This design comes from an exercise in tuning for small area, a short achievable clock period and few clock cycles per item on the open sky130 flow, not from production work. At most, simulation tests tie the RTL to the original design; equivalence was not proved.

==> inputs of run a <==
Design fp32_truncating_alu_top, start of the top module:
module fp32_truncating_alu_top
(
   input  wire logic        clock,
   input  wire logic        reset,
   input  wire logic        req_tvalid,
   output logic             req_tready,
   input  wire logic [71:0] req_tdata,
   output logic             rsp_tvalid,
   input  wire logic        rsp_tready,
   output logic [39:0]      rsp_tdata
);
==> flow/config.mk <==
export PLATFORM = sky130hd
export DESIGN_NAME = fp32_truncating_alu_top
export DESIGN_NICKNAME = fp32_truncating_alu_top
export VERILOG_FILES = /design/flow/design.v
export SDC_FILE = /design/flow/constraint.sdc
export NUM_CORES = 4
export LEC_CHECK = 0
export ABC_AREA = 1
export CAP_MARGIN = 20
export CORE_MARGIN = 2
export CORE_UTILIZATION = 40
export SLEW_MARGIN = 20
==> flow/constraint.sdc <==
create_clock -name core_clock -period 12.0 [get_ports {clock}]
set_input_delay 2.4000 -clock core_clock [delete_from_list [all_inputs] [get_ports {clock}]]
set_output_delay 2.4000 -clock core_clock [all_outputs]
set_load 0.01 [all_outputs]
standard.sh (not shown) runs the stock make flow with config.mk's settings and CLKGATE_MAP_FILE= SYNTH_SCRIPT=/design/flow/synth_recipe.tcl, a recipe that flattens the netlist after the stock synthesis.
==> flow/flow/run.sh <==
#!/bin/bash
# Standard layout, with timing repair aiming below the clock period: repair
# works on every path with less than SETUP_SLACK_MARGIN ns of slack.
set -euo pipefail
bash standard.sh SETUP_SLACK_MARGIN=7.5 finish > standard_flow.log 2>&1
==> run b (differences from run a) <==
--- a/flow/design.v
+++ b/flow/design.v
@@ -1731,67 +1731,56 @@
    fta_div_sel3 u_sp (.a(s[25:22]), .b(c[25:22]), .v({3'b110, ~b_mantissa[22]}), .ci(m_p),
                       .pos(p_p), .neg(n_p));
    fta_div_sel3 u_sz (.a(s[25:22]), .b(c[25:22]), .v(4'b0000), .ci(m_z), .pos(p_z), .neg(n_z));
    fta_div_sel3 u_sn (.a(s[25:22]), .b(c[25:22]), .v({3'b001, b_mantissa[22]}), .ci(m_n),
                       .pos(p_n), .neg(n_n));
    assign npos = pos ? p_p : neg ? p_n : p_z;
    assign nneg = pos ? n_p : neg ? n_n : n_z;
 endmodule
-module fta_div_fin
-(
-   input  wire logic [26:0] s,
-   input  wire logic [26:0] c,
-   input  wire logic [23:0] tp,      
-   input  wire logic [23:0] tn,      
-   input  wire logic        ge,
-   output logic [22:0]      mant
-);
-   logic [26:0] w;
-   logic [23:0] t;
-   logic [22:0] low;                 
-   logic [22:0] q;
-   assign w = s + c;
-   assign t = tp - tn;
-   always_comb begin
-      low[0] = 1'b1;
-      for (int i = 1; i < 23; i++) low[i] = low[i-1] & ~t[i-1];
-   end
-   assign q    = t[22:0] ^ (low & {23{w[26]}});
-   assign mant = {q[22:1], q[0] & ge};
-endmodule
-module fta_div_last
+module fta_div_end1
 (
    input  wire logic [26:0] s,
    input  wire logic [26:0] c,
    input  wire logic [22:0] b_mantissa,
    input  wire logic        pos,       
    input  wire logic        neg,
    input  wire logic [22:0] tp,        
    input  wire logic [22:0] tn,        
-   input  wire logic        ge,
-   output logic [22:0]      mant
+   output logic [22:0]      t,         
+   output logic             p24,
+   output logic             n24,
+   output logic [2:0]       sg         
 );
    logic [26:0] s23, c23;
-   logic        p24, n24;
-   fta_div_row u_row (.s(s), .c(c), .b_mantissa(b_mantissa), .pos(pos), .neg(neg),
-                      .s_o(s23), .c_o(c23), .npos(p24), .nneg(n24));
+   fta_div_row u_row23 (.s(s), .c(c), .b_mantissa(b_mantissa), .pos(pos), .neg(neg),
+                        .s_o(s23), .c_o(c23), .npos(p24), .nneg(n24));
    logic [26:0] ys, yc, dd, w_p, w_z, w_n;
-   logic        r_neg;
    assign ys  = {s23[25:0], 1'b0};
    assign yc  = {c23[25:0], 1'b0};
    assign dd  = {3'b001, b_mantissa, 1'b0};
    assign w_p = ys + yc + ~dd + 27'd1;
    assign w_z = ys + yc;
    assign w_n = ys + yc + dd;
-   assign r_neg = (p24 & w_p[26]) | (n24 & w_n[26]) | (~p24 & ~n24 & w_z[26]);
-   logic [22:0] t, low, th;
-   logic        borrow, lsb;
+   assign sg  = {w_p[26], w_z[26], w_n[26]};
+   assign t   = tp - tn;
+endmodule
+module fta_div_end2
+(
+   input  wire logic [22:0] t,
+   input  wire logic        p24,
+   input  wire logic        n24,
+   input  wire logic [2:0]  sg,
+   input  wire logic        ge,
+   output logic [22:0]      mant
+);
+   logic        r_neg, borrow, lsb;
+   logic [22:0] low, th;
    logic [23:0] q;
-   assign t = tp - tn;
+   assign r_neg  = (p24 & sg[2]) | (n24 & sg[0]) | (~p24 & ~n24 & sg[1]);
    always_comb begin
       low[0] = 1'b1;
       for (int i = 1; i < 23; i++) low[i] = low[i-1] & ~t[i-1];
    end
    assign borrow = n24 | (~p24 & r_neg);
    assign lsb    = (p24 | n24) ^ r_neg;
    assign th     = t ^ (low & {23{borrow}});
    assign q      = {th, lsb};
@@ -2176,31 +2165,57 @@
    end
    logic [8:0] qpv, qnv;
    always_comb begin
       for (int i = 0; i < 9; i++) begin
          qpv[i] = dg7[2*i+1];
          qnv[i] = dg7[2*i];
       end
    end
+   logic [22:0] e1_t;
+   logic        e1_p24, e1_n24;
+   logic [2:0]  e1_sg;
+   fta_div_end1 u_end1 (.s(s7), .c(c7), .b_mantissa(d7), .pos(qp7), .neg(qn7),
+                        .tp({bv7, qpv, qp7}), .tn({13'd0, qnv, qn7}),
+                        .t(e1_t), .p24(e1_p24), .n24(e1_n24), .sg(e1_sg));
+   logic        v8, dv8, g8, ge8, p24_8, n24_8;
+   logic [8:0]  e8;
+   logic [22:0] d8, t8;
+   logic [2:0]  sg8;
+   always_ff @(posedge clock) begin
+      if (reset) v8 <= 1'b0;
+      else if (en) v8 <= v7;
+   end
+   always_ff @(posedge clock) begin
+      if (en) begin
+         dv8    <= dv7;
+         e8     <= e7;
+         g8     <= g7;
+         ge8    <= ge7;
+         d8     <= d7;
+         t8     <= e1_t;
+         p24_8  <= e1_p24;
+         n24_8  <= e1_n24;
+         sg8    <= e1_sg;
+      end
+   end
    logic [22:0] dv_mant;
-   fta_div_last u_last (.s(s7), .c(c7), .b_mantissa(d7), .pos(qp7), .neg(qn7),
-                        .tp({bv7, qpv, qp7}), .tn({13'd0, qnv, qn7}), .ge(ge7), .mant(dv_mant));
+   fta_div_end2 u_end2 (.t(t8), .p24(p24_8), .n24(n24_8), .sg(sg8), .ge(ge8), .mant(dv_mant));
    logic [32:0] res;
-   assign res = {e7[8], dv7 ? dv_mant : d7, e7[7:0], g7};
+   assign res = {e8[8], dv8 ? dv_mant : d8, e8[7:0], g8};
    logic pop;
    assign pop = out_v & rsp_tready;
    always_ff @(posedge clock) begin
       if (reset) begin
          out_v  <= 1'b0;
          skid_v <= 1'b0;
       end else begin
-         if (~out_v | pop) out_v <= skid_v | (en & v7);
+         if (~out_v | pop) out_v <= skid_v | (en & v8);
          if (skid_v) skid_v <= ~pop;
-         else        skid_v <= en & v7 & out_v & ~pop;
+         else        skid_v <= en & v8 & out_v & ~pop;
       end
    end
    always_ff @(posedge clock) begin
       if (~out_v | pop) out_r <= skid_v ? skid_r : res;
       if (~skid_v) skid_r <= res;
    end
 endmodule
 `default_nettype wire
==> comparison table <==
| item | run a | run b |
|---|---|---|
| Arrival @ worst endpoint | 5.50 ns | 5.62 ns |
| Share of cell area taken by multi-input logic gates | 0.5235 | 0.5121 |
| Status | timing/DRC/antenna clean | timing/DRC/antenna clean |
| # Post-CTS Setup Buffers | 256 | 220 |
| Antenna cells | 13 | 3 |
| Destination of the critical timing path | out_r[9] | sg8[2] |
| Instance area after placement | 88,910 µm² | 90,090 µm² |
| Storage element area | 28,130 µm² | 30,010 µm² |
| Inverter count of the layout excluding clock inverters | 1,482 | 1,375 |
| Count of TritonRoute iterations in the first routing pass | 8 | 6 |
| Maximum single-stage delay on the critical path | 0.56 ns | 0.54 ns |
| Flop-to-flop setup slack | 7.06 ns | 6.93 ns |
| Sequential cell count | 951 | 1,014 |
| Placement-stage worst setup slack | 5.768 ns | 5.888 ns |
| Area added between synthesis and finish | 19.54% | 20.08% |
| Final GP Congestion | 0.9889 | 0.9819 |
| Cells after synthesis | 9,073 | 8,921 |
Function was not checked in any run of this note: the RTL went through the layout flow alone.


==> inputs of job 4880 <==
fp32_truncating_alu_top, a different RTL version from the one above (not shown whole).
==> module fta_div_fin, before the edit <==
module fta_div_fin
(
   input  wire logic [26:0] s,
   input  wire logic [26:0] c,
   input  wire logic [22:0] qp,      
   input  wire logic [22:0] qn,      
   input  wire logic        ge,
   output logic [22:0]      mant
);
   logic [26:0] w;
   logic [23:0] t, tm;
   logic [22:0] q;
   assign w    = s + c;
   assign t    = {1'b1, qp} - {1'b0, qn};
   assign tm   = {1'b1, qp} + {1'b1, ~qn};
   assign q    = w[26] ? tm[22:0] : t[22:0];
   assign mant = {q[22:1], q[0] & ge};
endmodule
clock: 12.0 ns
lec_check: 0
abc_area: 1
cap_margin: 20
core_margin: 2
core_utilization: 40
slew_margin: 20
==> flow/flow/run.sh <==
#!/bin/bash
# Standard layout, with timing repair aiming below the clock period: repair
# works on every path with less than SETUP_SLACK_MARGIN ns of slack.
set -euo pipefail
bash standard.sh SETUP_SLACK_MARGIN=8 finish > standard_flow.log 2>&1
==> job 5393: changes against job 4880 <==
--- a/flow/design.v
+++ b/flow/design.v
@@ -1740,15 +1740,15 @@
 );
    logic [26:0] w;
    logic [23:0] t, tm;
    logic [22:0] q;
    assign w    = s + c;
    assign t    = {1'b1, qp} - {1'b0, qn};
    assign tm   = {1'b1, qp} + {1'b1, ~qn};
-   assign q    = w[26] ? tm[22:0] : t[22:0];
+   assign q    = (t[22:0] & {23{~w[26]}}) | (tm[22:0] & {23{w[26]}});
    assign mant = {q[22:1], q[0] & ge};
 endmodule
 `default_nettype wire
 `timescale 1ns / 1ps
 `default_nettype none
 module fp32_truncating_alu_top
 (
==> flow/flow/run.sh (replaced) <==
#!/bin/bash
# Standard layout, with timing repair aiming below the clock period: repair
# works on every path with less than SETUP_SLACK_MARGIN ns of slack.
set -euo pipefail
bash standard.sh SETUP_SLACK_MARGIN=7 finish > standard_flow.log 2>&1
==> job 4844: changes against job 4880 <==
--- a/flow/design.v
+++ b/flow/design.v
@@ -1706,16 +1706,15 @@
    output logic [26:0]      c_o,
    output logic             npos,
    output logic             nneg
 );
    logic [27:0] ys, yc, x, sm, mj;
    assign ys  = {s, 1'b0};
    assign yc  = {c, 1'b0};
-   assign x   = ({28{pos}} & ~{4'b0001, b_mantissa, 1'b0})
-              | ({28{neg}} &  {4'b0001, b_mantissa, 1'b0});
+   assign x   = {28{pos | neg}} & ({4'b0001, b_mantissa, 1'b0} ^ {28{pos}});
    assign sm  = ys ^ yc ^ x;
    assign mj  = (ys & yc) | (ys & x) | (yc & x);
    assign s_o = sm[26:0];
    assign c_o = {mj[25:0], pos};
    logic m_p, m_z, m_n;
    logic p_p, n_p, p_z, n_z, p_n, n_n;
    assign m_p = (s[21] & c[21]) | ((s[21] | c[21]) & ~b_mantissa[21]);
@@ -1735,20 +1734,24 @@
    input  wire logic [26:0] c,
    input  wire logic [22:0] qp,      
    input  wire logic [22:0] qn,      
    input  wire logic        ge,
    output logic [22:0]      mant
 );
    logic [26:0] w;
-   logic [23:0] t, tm;
+   logic [23:0] t;
+   logic [22:0] low;                 
    logic [22:0] q;
-   assign w    = s + c;
-   assign t    = {1'b1, qp} - {1'b0, qn};
-   assign tm   = {1'b1, qp} + {1'b1, ~qn};
-   assign q    = w[26] ? tm[22:0] : t[22:0];
+   assign w = s + c;
+   assign t = {1'b1, qp} - {1'b0, qn};
+   always_comb begin
+      low[0] = 1'b1;
+      for (int i = 1; i < 23; i++) low[i] = low[i-1] & ~t[i-1];
+   end
+   assign q    = t[22:0] ^ (low & {23{w[26]}});
    assign mant = {q[22:1], q[0] & ge};
 endmodule
 `default_nettype wire
 `timescale 1ns / 1ps
 `default_nettype none
 module fp32_truncating_alu_top
 (
@@ -1770,32 +1773,28 @@
    assign rsp_tdata  = {7'd0, out_r};
    logic       v0;
    logic [1:0] op0;
    logic       as0, bs0;
    logic [7:0] ae0, be0;
    logic [22:0] am0, bm0;
    logic       ge0;      
-   logic [11:0] bone0, btwo0, bone_i, btwo_i;    
-   fta_booth_enc u_benc (.b({1'b1, req_tdata[65:43]}), .bone(bone_i), .btwo(btwo_i));
    always_ff @(posedge clock) begin
       if (reset) v0 <= 1'b0;
       else if (en) v0 <= req_tvalid;
    end
    always_ff @(posedge clock) begin
       if (en) begin
          op0 <= req_tdata[1:0];
          as0 <= req_tdata[2];
          ae0 <= req_tdata[10:3];
          am0 <= req_tdata[33:11];
          bs0 <= req_tdata[34] ^ (req_tdata[1:0] == 2'd1);
          be0 <= req_tdata[42:35];
          bm0 <= req_tdata[65:43];
          ge0 <= req_tdata[33:11] >= req_tdata[65:43];
-         bone0 <= bone_i;
-         btwo0 <= btwo_i;
       end
    end
    logic isdiv0, ismul0, isadd0;
    assign isdiv0 = (op0 == 2'd3);
    assign ismul0 = (op0 == 2'd2);
    assign isadd0 = ~op0[1];
    logic [26:0] s_i, c_i;
@@ -1808,14 +1807,16 @@
    fta_div_row u_row2 (.s(s_i), .c(c_i), .b_mantissa(bm0), .pos(qp_i), .neg(qn_i),
                       .s_o(st1_s2), .c_o(st1_c2), .npos(st1_p3), .nneg(st1_n3));
    logic [26:0] st1_s3, st1_c3;
    logic        st1_p4, st1_n4;
    fta_div_row u_row3 (.s(st1_s2), .c(st1_c2), .b_mantissa(bm0), .pos(st1_p3), .neg(st1_n3),
                       .s_o(st1_s3), .c_o(st1_c3), .npos(st1_p4), .nneg(st1_n4));
    logic [138:0] m_v;
+   logic [11:0] bone0, btwo0;    
+   fta_booth_enc u_benc (.b({1'b1, bm0}), .bone(bone0), .btwo(btwo0));
    fta_mul_pp u_mul_pp (.a({1'b1, am0}), .b({1'b1, bm0}), .bone(bone0), .btwo(btwo0), .v(m_v));
    logic [9:0]  e_mul;
    assign e_mul = {2'b00, ae0} + {2'b00, be0} - 10'd127;
    logic [22:0] a_big;
    logic [23:0] a_sml;
    logic [7:0]  a_e;
    logic        a_sg, a_sub;
==> flow/flow/run.sh (replaced) <==
#!/bin/bash
# Standard layout, with timing repair aiming below the clock period: repair
# works on every path with less than SETUP_SLACK_MARGIN ns of slack.
set -euo pipefail
bash standard.sh SETUP_SLACK_MARGIN=7.5 finish > standard_flow.log 2>&1
==> flow/config.mk (replaced) <==
export PLATFORM = sky130hd
export DESIGN_NAME = fp32_truncating_alu_top
export DESIGN_NICKNAME = fp32_truncating_alu_top
export VERILOG_FILES = /design/flow/design.v
export SDC_FILE = /design/flow/constraint.sdc
export NUM_CORES = 4
export LEC_CHECK = 0
export ABC_AREA = 1
export ABC_CLOCK_PERIOD_IN_PS = 4500
export CAP_MARGIN = 20
export CORE_MARGIN = 2
export CORE_UTILIZATION = 40
export SLEW_MARGIN = 20
==> job 1052: changes against job 4880 <==
--- a/flow/design.v
+++ b/flow/design.v
@@ -1706,16 +1706,15 @@
    output logic [26:0]      c_o,
    output logic             npos,
    output logic             nneg
 );
    logic [27:0] ys, yc, x, sm, mj;
    assign ys  = {s, 1'b0};
    assign yc  = {c, 1'b0};
-   assign x   = ({28{pos}} & ~{4'b0001, b_mantissa, 1'b0})
-              | ({28{neg}} &  {4'b0001, b_mantissa, 1'b0});
+   assign x   = {28{pos | neg}} & ({4'b0001, b_mantissa, 1'b0} ^ {28{pos}});
    assign sm  = ys ^ yc ^ x;
    assign mj  = (ys & yc) | (ys & x) | (yc & x);
    assign s_o = sm[26:0];
    assign c_o = {mj[25:0], pos};
    logic m_p, m_z, m_n;
    logic p_p, n_p, p_z, n_z, p_n, n_n;
    assign m_p = (s[21] & c[21]) | ((s[21] | c[21]) & ~b_mantissa[21]);
@@ -1729,28 +1728,91 @@
    assign npos = pos ? p_p : neg ? p_n : p_z;
    assign nneg = pos ? n_p : neg ? n_n : n_z;
 endmodule
 module fta_div_fin
 (
    input  wire logic [26:0] s,
    input  wire logic [26:0] c,
-   input  wire logic [22:0] qp,      
-   input  wire logic [22:0] qn,      
+   input  wire logic [23:0] tp,      
+   input  wire logic [23:0] tn,      
    input  wire logic        ge,
    output logic [22:0]      mant
 );
    logic [26:0] w;
-   logic [23:0] t, tm;
+   logic [23:0] t;
+   logic [22:0] low;                 
    logic [22:0] q;
-   assign w    = s + c;
-   assign t    = {1'b1, qp} - {1'b0, qn};
-   assign tm   = {1'b1, qp} + {1'b1, ~qn};
-   assign q    = w[26] ? tm[22:0] : t[22:0];
+   assign w = s + c;
+   assign t = tp - tn;
+   always_comb begin
+      low[0] = 1'b1;
+      for (int i = 1; i < 23; i++) low[i] = low[i-1] & ~t[i-1];
+   end
+   assign q    = t[22:0] ^ (low & {23{w[26]}});
    assign mant = {q[22:1], q[0] & ge};
 endmodule
+module fta_div_end1
+(
+   input  wire logic [26:0] s,
+   input  wire logic [26:0] c,
+   input  wire logic [22:0] b_mantissa,
+   input  wire logic        pos,       
+   input  wire logic        neg,
+   input  wire logic [21:0] tp,        
+   input  wire logic [21:0] tn,        
+   output logic [22:0]      t,         
+   output logic             p24,
+   output logic             n24,
+   output logic [2:0]       sg         
+);
+   logic [26:0] s22, c22, s23, c23;
+   logic        p23, n23;
+   fta_div_row u_row22 (.s(s), .c(c), .b_mantissa(b_mantissa), .pos(pos), .neg(neg),
+                        .s_o(s22), .c_o(c22), .npos(p23), .nneg(n23));
+   fta_div_row u_row23 (.s(s22), .c(c22), .b_mantissa(b_mantissa), .pos(p23), .neg(n23),
+                        .s_o(s23), .c_o(c23), .npos(p24), .nneg(n24));
+   logic [26:0] ys, yc, dd, w_p, w_z, w_n;
+   assign ys  = {s23[25:0], 1'b0};
+   assign yc  = {c23[25:0], 1'b0};
+   assign dd  = {3'b001, b_mantissa, 1'b0};
+   assign w_p = ys + yc + ~dd + 27'd1;
+   assign w_z = ys + yc;
+   assign w_n = ys + yc + dd;
+   assign sg  = {w_p[26], w_z[26], w_n[26]};
+   logic [21:0] t22, low;
+   assign t22 = tp - tn;
+   always_comb begin
+      low[0] = 1'b1;
+      for (int i = 1; i < 22; i++) low[i] = low[i-1] & ~t22[i-1];
+   end
+   assign t = {t22 ^ (low & {22{n23}}), p23 | n23};
+endmodule
+module fta_div_end2
+(
+   input  wire logic [22:0] t,
+   input  wire logic        p24,
+   input  wire logic        n24,
+   input  wire logic [2:0]  sg,
+   input  wire logic        ge,
+   output logic [22:0]      mant
+);
+   logic        r_neg, borrow, lsb;
+   logic [22:0] low, th;
+   logic [23:0] q;
+   assign r_neg  = (p24 & sg[2]) | (n24 & sg[0]) | (~p24 & ~n24 & sg[1]);
+   always_comb begin
+      low[0] = 1'b1;
+      for (int i = 1; i < 23; i++) low[i] = low[i-1] & ~t[i-1];
+   end
+   assign borrow = n24 | (~p24 & r_neg);
+   assign lsb    = (p24 | n24) ^ r_neg;
+   assign th     = t ^ (low & {23{borrow}});
+   assign q      = {th, lsb};
+   assign mant   = {q[22:1], q[0] & ge};
+endmodule
 `default_nettype wire
 `timescale 1ns / 1ps
 `default_nettype none
 module fp32_truncating_alu_top
 (
    input  wire logic        clock,
    input  wire logic        reset,
@@ -1770,32 +1832,28 @@
    assign rsp_tdata  = {7'd0, out_r};
    logic       v0;
    logic [1:0] op0;
    logic       as0, bs0;
    logic [7:0] ae0, be0;
    logic [22:0] am0, bm0;
    logic       ge0;      
-   logic [11:0] bone0, btwo0, bone_i, btwo_i;    
-   fta_booth_enc u_benc (.b({1'b1, req_tdata[65:43]}), .bone(bone_i), .btwo(btwo_i));
    always_ff @(posedge clock) begin
       if (reset) v0 <= 1'b0;
       else if (en) v0 <= req_tvalid;
    end
    always_ff @(posedge clock) begin
       if (en) begin
          op0 <= req_tdata[1:0];
          as0 <= req_tdata[2];
          ae0 <= req_tdata[10:3];
          am0 <= req_tdata[33:11];
          bs0 <= req_tdata[34] ^ (req_tdata[1:0] == 2'd1);
          be0 <= req_tdata[42:35];
          bm0 <= req_tdata[65:43];
          ge0 <= req_tdata[33:11] >= req_tdata[65:43];
-         bone0 <= bone_i;
-         btwo0 <= btwo_i;
       end
    end
    logic isdiv0, ismul0, isadd0;
    assign isdiv0 = (op0 == 2'd3);
    assign ismul0 = (op0 == 2'd2);
    assign isadd0 = ~op0[1];
    logic [26:0] s_i, c_i;
@@ -1808,14 +1866,16 @@
    fta_div_row u_row2 (.s(s_i), .c(c_i), .b_mantissa(bm0), .pos(qp_i), .neg(qn_i),
                       .s_o(st1_s2), .c_o(st1_c2), .npos(st1_p3), .nneg(st1_n3));
    logic [26:0] st1_s3, st1_c3;
    logic        st1_p4, st1_n4;
    fta_div_row u_row3 (.s(st1_s2), .c(st1_c2), .b_mantissa(bm0), .pos(st1_p3), .neg(st1_n3),
                       .s_o(st1_s3), .c_o(st1_c3), .npos(st1_p4), .nneg(st1_n4));
    logic [138:0] m_v;
+   logic [11:0] bone0, btwo0;    
+   fta_booth_enc u_benc (.b({1'b1, bm0}), .bone(bone0), .btwo(btwo0));
    fta_mul_pp u_mul_pp (.a({1'b1, am0}), .b({1'b1, bm0}), .bone(bone0), .btwo(btwo0), .v(m_v));
    logic [9:0]  e_mul;
    assign e_mul = {2'b00, ae0} + {2'b00, be0} - 10'd127;
    logic [22:0] a_big;
    logic [23:0] a_sml;
    logic [7:0]  a_e;
    logic        a_sg, a_sub;
@@ -1985,14 +2045,23 @@
          g4  <= g3;
          ge4 <= ge3;
          qp4 <= st4_p13;
          qn4 <= st4_n13;
          dg4 <= {{{dg3, qp3, qn3}, st4_p11, st4_n11}, st4_p12, st4_n12};
       end
    end
+   logic [10:0] cv_p, cv_n;
+   always_comb begin
+      for (int i = 0; i < 11; i++) begin
+         cv_p[i] = dg4[2*i+1];
+         cv_n[i] = dg4[2*i];
+      end
+   end
+   logic [11:0] cv;
+   assign cv = {1'b1, cv_p} - {1'b0, cv_n};
    logic [26:0] st5_s13, st5_c13;
    logic        st5_p14, st5_n14;
    fta_div_row u_row13 (.s(s4), .c(c4), .b_mantissa(d4), .pos(qp4), .neg(qn4),
                       .s_o(st5_s13), .c_o(st5_c13), .npos(st5_p14), .nneg(st5_n14));
    logic [26:0] st5_s14, st5_c14;
    logic        st5_p15, st5_n15;
    fta_div_row u_row14 (.s(st5_s13), .c(st5_c13), .b_mantissa(d4), .pos(st5_p14), .neg(st5_n14),
@@ -2004,15 +2073,16 @@
    logic        v5;
    logic        dv5;     
    logic [8:0]  e5;      
    logic [26:0] s5, c5;
    logic [22:0] d5;
    logic        g5, ge5;
    logic        qp5, qn5;    
-   logic [27:0] dg5;    
+   logic [11:0] bv5;    
+   logic [5:0] dg5;    
    always_ff @(posedge clock) begin
       if (reset) v5 <= 1'b0;
       else if (en) v5 <= v4;
    end
    always_ff @(posedge clock) begin
       if (en) begin
          dv5 <= dv4;
@@ -2020,15 +2090,16 @@
          c5  <= st5_c15;
          d5  <= d4;
          e5  <= e4;
          g5  <= g4;
          ge5 <= ge4;
          qp5 <= st5_p16;
          qn5 <= st5_n16;
-         dg5 <= {{{dg4, qp4, qn4}, st5_p14, st5_n14}, st5_p15, st5_n15};
+         bv5 <= cv;
+         dg5 <= {{{qp4, qn4}, st5_p14, st5_n14}, st5_p15, st5_n15};
       end
    end
    logic [26:0] st6_s16, st6_c16;
    logic        st6_p17, st6_n17;
    fta_div_row u_row16 (.s(s5), .c(c5), .b_mantissa(d5), .pos(qp5), .neg(qn5),
                       .s_o(st6_s16), .c_o(st6_c16), .npos(st6_p17), .nneg(st6_n17));
    logic [26:0] st6_s17, st6_c17;
@@ -2042,15 +2113,16 @@
    logic        v6;
    logic        dv6;     
    logic [8:0]  e6;      
    logic [26:0] s6, c6;
    logic [22:0] d6;
    logic        g6, ge6;
    logic        qp6, qn6;    
-   logic [33:0] dg6;    
+   logic [11:0] bv6;    
+   logic [11:0] dg6;    
    always_ff @(posedge clock) begin
       if (reset) v6 <= 1'b0;
       else if (en) v6 <= v5;
    end
    always_ff @(posedge clock) begin
       if (en) begin
          dv6 <= dv5;
@@ -2058,14 +2130,15 @@
          c6  <= st6_c18;
          d6  <= d5;
          e6  <= e5;
          g6  <= g5;
          ge6 <= ge5;
          qp6 <= st6_p19;
          qn6 <= st6_n19;
+         bv6 <= bv5;
          dg6 <= {{{dg5, qp5, qn5}, st6_p17, st6_n17}, st6_p18, st6_n18};
       end
    end
    logic [26:0] st7_s19, st7_c19;
    logic        st7_p20, st7_n20;
    fta_div_row u_row19 (.s(s6), .c(c6), .b_mantissa(d6), .pos(qp6), .neg(qn6),
                       .s_o(st7_s19), .c_o(st7_c19), .npos(st7_p20), .nneg(st7_n20));
@@ -2080,15 +2153,16 @@
    logic        v7;
    logic        dv7;     
    logic [8:0]  e7;      
    logic [26:0] s7, c7;
    logic [22:0] d7;
    logic        g7, ge7;
    logic        qp7, qn7;    
-   logic [39:0] dg7;    
+   logic [11:0] bv7;    
+   logic [17:0] dg7;    
    always_ff @(posedge clock) begin
       if (reset) v7 <= 1'b0;
       else if (en) v7 <= v6;
    end
    always_ff @(posedge clock) begin
       if (en) begin
          dv7 <= dv6;
@@ -2096,64 +2170,54 @@
          c7  <= st7_c21;
          d7  <= d6;
          e7  <= e6;
          g7  <= g6;
          ge7 <= ge6;
          qp7 <= st7_p22;
          qn7 <= st7_n22;
+         bv7 <= bv6;
          dg7 <= {{{dg6, qp6, qn6}, st7_p20, st7_n20}, st7_p21, st7_n21};
       end
    end
-   logic [26:0] st8_s22, st8_c22;
-   logic        st8_p23, st8_n23;
-   fta_div_row u_row22 (.s(s7), .c(c7), .b_mantissa(d7), .pos(qp7), .neg(qn7),
-                      .s_o(st8_s22), .c_o(st8_c22), .npos(st8_p23), .nneg(st8_n23));
-   logic [26:0] st8_s23, st8_c23;
-   logic        st8_p24, st8_n24;
-   fta_div_row u_row23 (.s(st8_s22), .c(st8_c22), .b_mantissa(d7), .pos(st8_p23), .neg(st8_n23),
-                      .s_o(st8_s23), .c_o(st8_c23), .npos(st8_p24), .nneg(st8_n24));
-   logic [26:0] st8_s24, st8_c24;
-   logic        st8_p25, st8_n25;
-   fta_div_row u_row24 (.s(st8_s23), .c(st8_c23), .b_mantissa(d7), .pos(st8_p24), .neg(st8_n24),
-                      .s_o(st8_s24), .c_o(st8_c24), .npos(st8_p25), .nneg(st8_n25));
-   logic        v8;
-   logic        dv8;     
-   logic [8:0]  e8;      
-   logic [26:0] s8, c8;
-   logic [22:0] d8;
-   logic        g8, ge8;
-   logic        qp8, qn8;    
-   logic [45:0] dg8;    
+   logic [8:0] qpv, qnv;
+   always_comb begin
+      for (int i = 0; i < 9; i++) begin
+         qpv[i] = dg7[2*i+1];
+         qnv[i] = dg7[2*i];
+      end
+   end
+   logic [22:0] e1_t;
+   logic        e1_p24, e1_n24;
+   logic [2:0]  e1_sg;
+   fta_div_end1 u_end1 (.s(s7), .c(c7), .b_mantissa(d7), .pos(qp7), .neg(qn7),
+                        .tp({bv7, qpv, qp7}), .tn({12'd0, qnv, qn7}),
+                        .t(e1_t), .p24(e1_p24), .n24(e1_n24), .sg(e1_sg));
+   logic        v8, dv8, g8, ge8, p24_8, n24_8;
+   logic [8:0]  e8;
+   logic [22:0] d8, t8;
+   logic [2:0]  sg8;
    always_ff @(posedge clock) begin
       if (reset) v8 <= 1'b0;
       else if (en) v8 <= v7;
    end
    always_ff @(posedge clock) begin
       if (en) begin
-         dv8 <= dv7;
-         s8  <= st8_s24;
-         c8  <= st8_c24;
-         d8  <= d7;
-         e8  <= e7;
-         g8  <= g7;
-         ge8 <= ge7;
-         qp8 <= st8_p25;
-         qn8 <= st8_n25;
-         dg8 <= {{{dg7, qp7, qn7}, st8_p23, st8_n23}, st8_p24, st8_n24};
-      end
-   end
-   logic [22:0] qpv, qnv;
-   always_comb begin
-      for (int i = 0; i < 23; i++) begin
-         qpv[i] = dg8[2*i+1];
-         qnv[i] = dg8[2*i];
+         dv8    <= dv7;
+         e8     <= e7;
+         g8     <= g7;
+         ge8    <= ge7;
+         d8     <= d7;
+         t8     <= e1_t;
+         p24_8  <= e1_p24;
+         n24_8  <= e1_n24;
+         sg8    <= e1_sg;
       end
    end
    logic [22:0] dv_mant;
-   fta_div_fin u_fin (.s(s8), .c(c8), .qp(qpv), .qn(qnv), .ge(ge8), .mant(dv_mant));
+   fta_div_end2 u_end2 (.t(t8), .p24(p24_8), .n24(n24_8), .sg(sg8), .ge(ge8), .mant(dv_mant));
    logic [32:0] res;
    assign res = {e8[8], dv8 ? dv_mant : d8, e8[7:0], g8};
    logic pop;
    assign pop = out_v & rsp_tready;
    always_ff @(posedge clock) begin
       if (reset) begin
          out_v  <= 1'b0;
==> flow/flow/run.sh (replaced) <==
#!/bin/bash
# Standard layout, with timing repair aiming below the clock period: repair
# works on every path with less than SETUP_SLACK_MARGIN ns of slack.
set -euo pipefail
bash standard.sh SETUP_SLACK_MARGIN=7.5 finish > standard_flow.log 2>&1
==> results.txt <==
Job 4844 finished with timing, DRC and antenna clean. Job 1052 produced a clean layout. Job 5393 went through all stages and came out clean. Job 4880 produced a clean layout.
Of job 5393 and job 1052, job 5393 has the higher register-to-register slack (gap 1.1 ns).
Design area: job 4880 > job 4844 > job 1052 > job 5393.
Core utilization, lowest first: job 5393, job 4844, job 1052, job 4880.
Of job 1052 and job 4880, job 4880 has the higher worst setup slack (gap 1.4 ns).
Against job 5393, the non-clock buffer count of job 1052 is higher by 247.
Via count, highest first: job 4880, job 5393, job 1052, job 4844.
Routed wire length: job 4880 is higher than job 5393 (about 8%).
==> figures <==
metric                                                           job 4880     job 5393     job 1052     job 4844
Overall track demand over capacity in global routing                27.1%        25.2%        27.1%        26.0%
Count of cell instances traversed by the critical path                 34           11           37           14
Arrival @ worst endpoint                                          5.25 ns      5.48 ns      6.66 ns      5.01 ns
Multi-In Gates                                                       6037         6226         6255         6105
Netlist Area Pre-Place                                         88900 um^2   90000 um^2   85900 um^2   87500 um^2
Adder-cell area share of the yosys netlist                          27.1%        26.8%        28.3%        27.7%
Count of distinct cell types in the synthesized netlist                77           74           77           69
Depth of the worst register-to-register path                           34           11           37           14
Outcome                                          timing/DRC/antenna clean  timing/DRC/antenna clean  timing/DRC/antenna clean  timing/DRC/antenna clean
Post-layout instance area                                     113000 um^2  101000 um^2  101000 um^2  103000 um^2
Total area of multi-input combinational cells                  55300 um^2   49500 um^2   52200 um^2   50400 um^2
Initial antenna violation count                                         9            9            5           21
Register area                                                  33200 um^2   33200 um^2   29600 um^2   32700 um^2
Maximum number of pins on one net before global-route repair          196           90          160          172
CP Max Fanout                                                           5           21            4           21
Testbench counts of job 4880, summed over its fixed seeds: cycles 16,080, items 16,000.
Testbench counts of job 4844, summed over its fixed seeds: cycles 16,080, items 16,000.
Function not checked in job 5393 and job 1052: the RTL went through the layout flow alone.

-- re-timing with driven ports --
In the flow no input, the clock included, has a driving cell. The finished layouts below were timed again as built, in two steps.
Step 1 (the two cells are an assumption about what drives the block):
set clk [get_ports {clock}]
set_driving_cell -lib_cell sky130_fd_sc_hd__clkbuf_16 $clk
set_driving_cell -lib_cell sky130_fd_sc_hd__buf_2 [delete_from_list [all_inputs] $clk]
Step 2 adds t to the input delays and takes it off the output delays; t is the mean of the earliest and latest rising clock arrival at the registers after step 1. Input paths then give back, and output paths get back, about the clock's delay inside the block.
Slacks: ideal ports / drivers / drivers and shift; pairs: ideal ports / drivers.
run | t (ns) | setup slack, ns | clock arrival spread, ns | worst register clock-pin slew, ns
run a | 0.875 | 7.062 / 7.062 / 6.895 | 0.067 / 0.067 | 0.07 / 0.07
run b | 0.865 | 6.932 / 6.932 / 6.795 | 0.057 / 0.057 | 0.08 / 0.08
job 4880 | 0.873 | 7.278 / 7.278 / 7.278 | 0.051 / 0.051 | 0.07 / 0.07
job 5393 | 0.891 | 7.010 / 7.010 / 7.010 | 0.035 / 0.035 | 0.07 / 0.07
job 4844 | 0.889 | 7.489 / 7.489 / 7.415 | 0.084 / 0.084 | 0.07 / 0.07
job 1052 | 0.869 | 5.902 / 5.902 / 5.902 | 0.070 / 0.070 | 0.07 / 0.07
After both steps every run listed still meets setup and hold. For run a, which loses most, drivers alone change the setup slack by 0.000 ns; drivers and shift together by -0.167 ns.
